This design comes from an exercise in tuning for small area on the open sky130 flow, not from production work. Only simulation tests tie the RTL to the original design; equivalence was not proved. No activity file was given, so power comes from the tool's default toggle rates.

Setup of the previous run:
==> flow/design.v (excerpt) <==
module tetris_display
#(
  parameter int   H_ACTIVE = 640,
  parameter int   H_FRONT  = 16,
  parameter int   H_SYNC   = 96,
  parameter int   H_BACK   = 48,
  parameter int   V_ACTIVE = 480,
  parameter int   V_FRONT  = 10,
  parameter int   V_SYNC   = 2,
  parameter int   V_BACK   = 33,
  parameter tetris_pkg::bgr_t BG_COLOR = 24'h202020
) (
  input  wire         iVGA_CLK,
  input  wire         iRST_n,
  input  wire  [7:0]  paddr,
  input  wire         psel,
  input  wire         penable,
  input  wire         pwrite,
  input  wire  [31:0] pwdata,
  output logic [31:0] prdata,
  output logic        pready,
  output logic        pslverr,
  output logic        hs,
  output logic        vs,
  output logic        blank_n,
  output logic [7:0]  r_data,
  output logic [7:0]  g_data,
  output logic [7:0]  b_data
);
  logic [15:0] brd [0:23];    
  logic [23:0] vld;           
  logic [11:0] score;         
  logic        a_ok;          
  logic        a_row;         
  logic        a_score;
  logic        bcd_bad;
  logic        access;
  logic [4:0]  ridx;
  logic [23:0] rsel_w;
  logic [23:0] rsel_r;
  logic [15:0] rrow;
  assign ridx    = paddr[6:2];
  assign a_row   = (paddr[1:0] == 2'b00) && !paddr[7] && (ridx < 5'd24);
  assign a_score = (paddr == 8'h60);
  assign a_ok    = a_row || a_score;
  assign bcd_bad = (pwdata[11:8] > 4'd9) || (pwdata[7:4] > 4'd9) || (pwdata[3:0] > 4'd9);
  assign access  = psel && penable;
  assign pready  = 1'b1;
  assign pslverr = access && (!a_ok || (pwrite && a_score && bcd_bad));
  always_comb begin
    for (int r = 0; r < 24; r++) begin
      rsel_w[r] = (ridx == 5'(r));
      rsel_r[r] = (ridx == 5'(r)) && vld[r];
    end
  end
  logic [15:0] rg [0:7];
  always_comb begin
    for (int k = 0; k < 8; k++)
      rg[k] = ~(({16{rsel_r[3*k]}} & brd[3*k]) | ({16{rsel_r[3*k+1]}} & brd[3*k+1]) |
                ({16{rsel_r[3*k+2]}} & brd[3*k+2]));
  ...
Size: about 1,200 cells after synthesis, ~450 flip-flops, ~19,000 um2 of cells after synthesis.
==> flow/config.mk <==
export PLATFORM = sky130hd
export DESIGN_NAME = tetris_display
export DESIGN_NICKNAME = tetris_display
export VERILOG_FILES = /design/flow/design.v
export SDC_FILE = /design/flow/constraint.sdc
export NUM_CORES = 4
export LEC_CHECK = 0
export CAP_MARGIN = 20
export CORE_MARGIN = 2
export CORE_UTILIZATION = 65
export SLEW_MARGIN = 20
==> flow/constraint.sdc <==
create_clock -name core_clock -period 8.0 [get_ports {iVGA_CLK}]
set_input_delay 1.6000 -clock core_clock [delete_from_list [all_inputs] [get_ports {iVGA_CLK}]]
set_output_delay 1.6000 -clock core_clock [all_outputs]
set_load 0.01 [all_outputs]
standard.sh (not shown) runs the stock make flow with config.mk's settings and CLKGATE_MAP_FILE= SYNTH_SCRIPT=/design/flow/synth_recipe.tcl, a recipe that flattens the netlist after the stock synthesis.
==> flow/flow/run.sh <==
#!/bin/bash
# The standard layout (standard.sh), with these changes:
#  - synthesis maps logic with an area-oriented ABC script (my_synth.tcl, area.abc);
#    registers and their names are those of the standard synthesis
#  - before global placement, weak gates driving many pins get a stronger size
#    (upsize.tcl), so placement does not add buffers to those nets
#  - port buffers are sky130_fd_sc_hd__buf_1
#  - clock tree: larger sink clusters, no dummy loads
set -euo pipefail
F=$(cd "$(dirname "${BASH_SOURCE[0]}")" && pwd)
W=$(dirname "$F")
cd "$W"
CTS="-sink_clustering_enable -repair_clock_nets -dont_use_dummy_load"
CTS="$CTS -root_buf sky130_fd_sc_hd__clkbuf_16 -buf_list sky130_fd_sc_hd__clkbuf_16"
CTS="$CTS -sink_clustering_size 30 -sink_clustering_max_diameter 80"
bash standard.sh \
  "SYNTH_SCRIPT=$F/my_synth.tcl" \
  "PRE_GLOBAL_PLACE_TCL=$F/upsize.tcl" \
  "BUFFER_PORTS_ARGS=-buffer_cell sky130_fd_sc_hd__buf_1" \
  "CTS_ARGS=$CTS" \
  finish > "$W/standard_flow.log" 2>&1
Other scripts of this flow, unchanged in this note and not shown: flow/flow/area.abc, flow/flow/my_synth.tcl, flow/flow/upsize.tcl
#### Input delta (the current run over the previous run)
--- a/flow/design.v
+++ b/flow/design.v
@@ -33,21 +33,26 @@
       4'd0:    font_glyph = 15'b111_101_101_101_111;
       4'd1:    font_glyph = 15'b010_010_010_010_010;
       4'd2:    font_glyph = 15'b111_001_111_100_111;
       4'd3:    font_glyph = 15'b111_100_111_100_111;
       4'd4:    font_glyph = 15'b100_100_111_101_101;
       4'd5:    font_glyph = 15'b111_100_111_001_111;
       4'd6:    font_glyph = 15'b111_101_111_001_111;
       4'd7:    font_glyph = 15'b100_100_100_100_111;
       4'd8:    font_glyph = 15'b111_101_111_101_111;
       4'd9:    font_glyph = 15'b111_100_111_101_111;
-      default: font_glyph = '0;
+      4'd10:   font_glyph = 15'b111_101_111_101_111;
+      4'd11:   font_glyph = 15'b111_100_111_101_111;
+      4'd12:   font_glyph = 15'b101_100_111_101_101;
+      4'd13:   font_glyph = 15'b111_100_111_101_111;
+      4'd14:   font_glyph = 15'b111_101_111_101_111;
+      4'd15:   font_glyph = 15'b101_100_111_101_111;
     endcase
   endfunction
 endpackage
 `default_nettype wire
 `timescale 1ns/1ps
 `default_nettype none
 module tetris_display
 #(
   parameter int   H_ACTIVE = 640,
   parameter int   H_FRONT  = 16,
@@ -154,30 +159,30 @@
   localparam logic [4:0] R5  = 5'd5;
   localparam logic [4:0] R24 = 5'd29;
   localparam logic [4:0] R25 = 5'd26;
   localparam logic [4:0] R26 = 5'd21;
   logic [5:0] hc;    
   logic [4:0] hp;    
   logic [4:0] vc;    
   logic [4:0] vp;    
   logic h_wrap, line_end, v_wrap, frame_end;
   assign h_wrap    = (hp == P19);
-  assign line_end  = h_wrap && (hc == 6'd39);
+  assign line_end  = h_wrap && (hc == 6'd40);
   assign v_wrap    = (vp == P19);
   assign frame_end = line_end && (vc == R26) && (vp == P4);
   always_ff @(posedge iVGA_CLK or negedge iRST_n) begin
     if (!iRST_n) begin
       hp <= P19;
-      hc <= 6'd39;
+      hc <= 6'd40;
     end else if (line_end) begin
       hp <= P0;
-      hc <= '0;
+      hc <= 6'd1;
     end else if (h_wrap) begin
       hp <= P0;
       hc <= hc + 6'd1;
     end else begin
       hp <= lfsr(hp);
     end
   end
   always_ff @(posedge iVGA_CLK or negedge iRST_n) begin
     if (!iRST_n) begin
       vp <= P4;
@@ -204,46 +209,46 @@
     end
   end
   logic        active;
   logic        divider;
   logic [15:0] drow;
   logic        board_lit;
   logic [3:0]  dig;
   logic [14:0] glyph;
   logic        dig_lit;
   logic        lit;
-  assign active = (hc < 6'd32) && (vc != R24) && (vc != R25) && (vc != R26);
+  assign active = (!hc[5] || (hc == 6'd32)) && (vc != R24) && (vc != R25) && (vc != R26);
   logic hs_fall, hs_rise, vs_fall, vs_rise;
-  assign hs_fall = (hc == 6'd32) && (hp == P16);
-  assign hs_rise = (hc == 6'd37) && (hp == P12);
-  assign vs_fall = (hc == 6'd0) && (hp == P0) && (vc == R24) && (vp == P10);
-  assign vs_rise = (hc == 6'd0) && (hp == P0) && (vc == R24) && (vp == P12);
-  assign divider = (hc == 6'd16) && (hp == P0);
+  assign hs_fall = (hc == 6'd33) && (hp == P16);
+  assign hs_rise = (hc == 6'd38) && (hp == P12);
+  assign vs_fall = (hc == 6'd1) && (hp == P0) && (vc == R24) && (vp == P10);
+  assign vs_rise = (hc == 6'd1) && (hp == P0) && (vc == R24) && (vp == P12);
+  assign divider = (hc == 6'd17) && (hp == P0);
   logic [15:0] dg [0:7];
   logic [23:0] dsel;
   assign dsel = vrow & vld;
   always_comb begin
     for (int k = 0; k < 8; k++)
       dg[k] = ~(({16{dsel[3*k]}} & brd[3*k]) | ({16{dsel[3*k+1]}} & brd[3*k+1]) |
                 ({16{dsel[3*k+2]}} & brd[3*k+2]));
     drow = ~(dg[0] & dg[1] & dg[2] & dg[3]) | ~(dg[4] & dg[5] & dg[6] & dg[7]);
   end
-  assign board_lit = (hc < 6'd16) && drow[hc[3:0]];
+  assign board_lit = ((hc[5:4] == 2'b00) || (hc == 6'd16)) && drow[4'(hc[3:0] - 4'd1)];
   logic [2:0] lc;      
   logic [2:0] ds;      
   logic [2:0] gpat;    
-  assign ds[0] = (hc >= 6'd19) && (hc <= 6'd21);
-  assign ds[1] = (hc >= 6'd23) && (hc <= 6'd25);
-  assign ds[2] = (hc >= 6'd27) && (hc <= 6'd29);
-  assign lc[0] = (hc == 6'd19) || (hc == 6'd23) || (hc == 6'd27);
-  assign lc[1] = (hc == 6'd20) || (hc == 6'd24) || (hc == 6'd28);
-  assign lc[2] = (hc == 6'd21) || (hc == 6'd25) || (hc == 6'd29);
+  assign ds[0] = (hc[5:2] == 4'd5);
+  assign ds[1] = (hc[5:2] == 4'd6);
+  assign ds[2] = (hc[5:2] == 4'd7);
+  assign lc[0] = (ds != 3'b000) && (hc[1:0] == 2'd0);
+  assign lc[1] = (ds != 3'b000) && (hc[1:0] == 2'd1);
+  assign lc[2] = (ds != 3'b000) && (hc[1:0] == 2'd2);
   always_comb begin
     dig = ({4{ds[0]}} & score[11:8]) | ({4{ds[1]}} & score[7:4]) | ({4{ds[2]}} & score[3:0]);
     glyph = tetris_pkg::font_glyph(dig);
     case (vc)
       R1:      gpat = glyph[2:0];
       R2:      gpat = glyph[5:3];
       R3:      gpat = glyph[8:6];
       R4:      gpat = glyph[11:9];
       R5:      gpat = glyph[14:12];
       default: gpat = 3'b000;
==> results.txt <==
- The current run | stages: all done | timing, DRC, antenna: all pass
- Re flop and latch count out of synthesis: no difference whatsoever between the previous run and the current run.
- Of the two values seen for end point of the critical path, prdata[6] was produced by the current run and prdata[1] by the previous run.
- The current run against the previous run: critical path required time ~0 delta; synthesized instance count went down by 0.67%; final area saw little to no change.
- Diff the previous run -> the current run | power | down slightly

## separate check: timing with driven ports
How much do the figures lean on ideal ports? The routed layouts below were timed once more, with nothing changed but the port constraints.
Step 1 assumes that a clkbuf_16 drives the clock port and a buf_2 every other input.
Step 2 also shifts input and output timing later by t, the mid clock arrival at the registers, as if the neighbouring blocks saw the same clock.
a / b / c = no drivers / after step 1 / after step 2; a / b = the first two.
run | shift t [ns] | slack for setup (ns) | clock arrival spread, ns
the previous run | 0.583 | 1.732 / 1.710 / 1.710 | 0.045 / 0.046
the current run | 0.580 | 1.508 / 1.485 / 1.485 | 0.060 / 0.060
After both steps setup and hold are still met in every run listed. For the current run, which loses most, drivers alone change the setup slack by -0.023 ns; drivers and shift together by -0.023 ns.
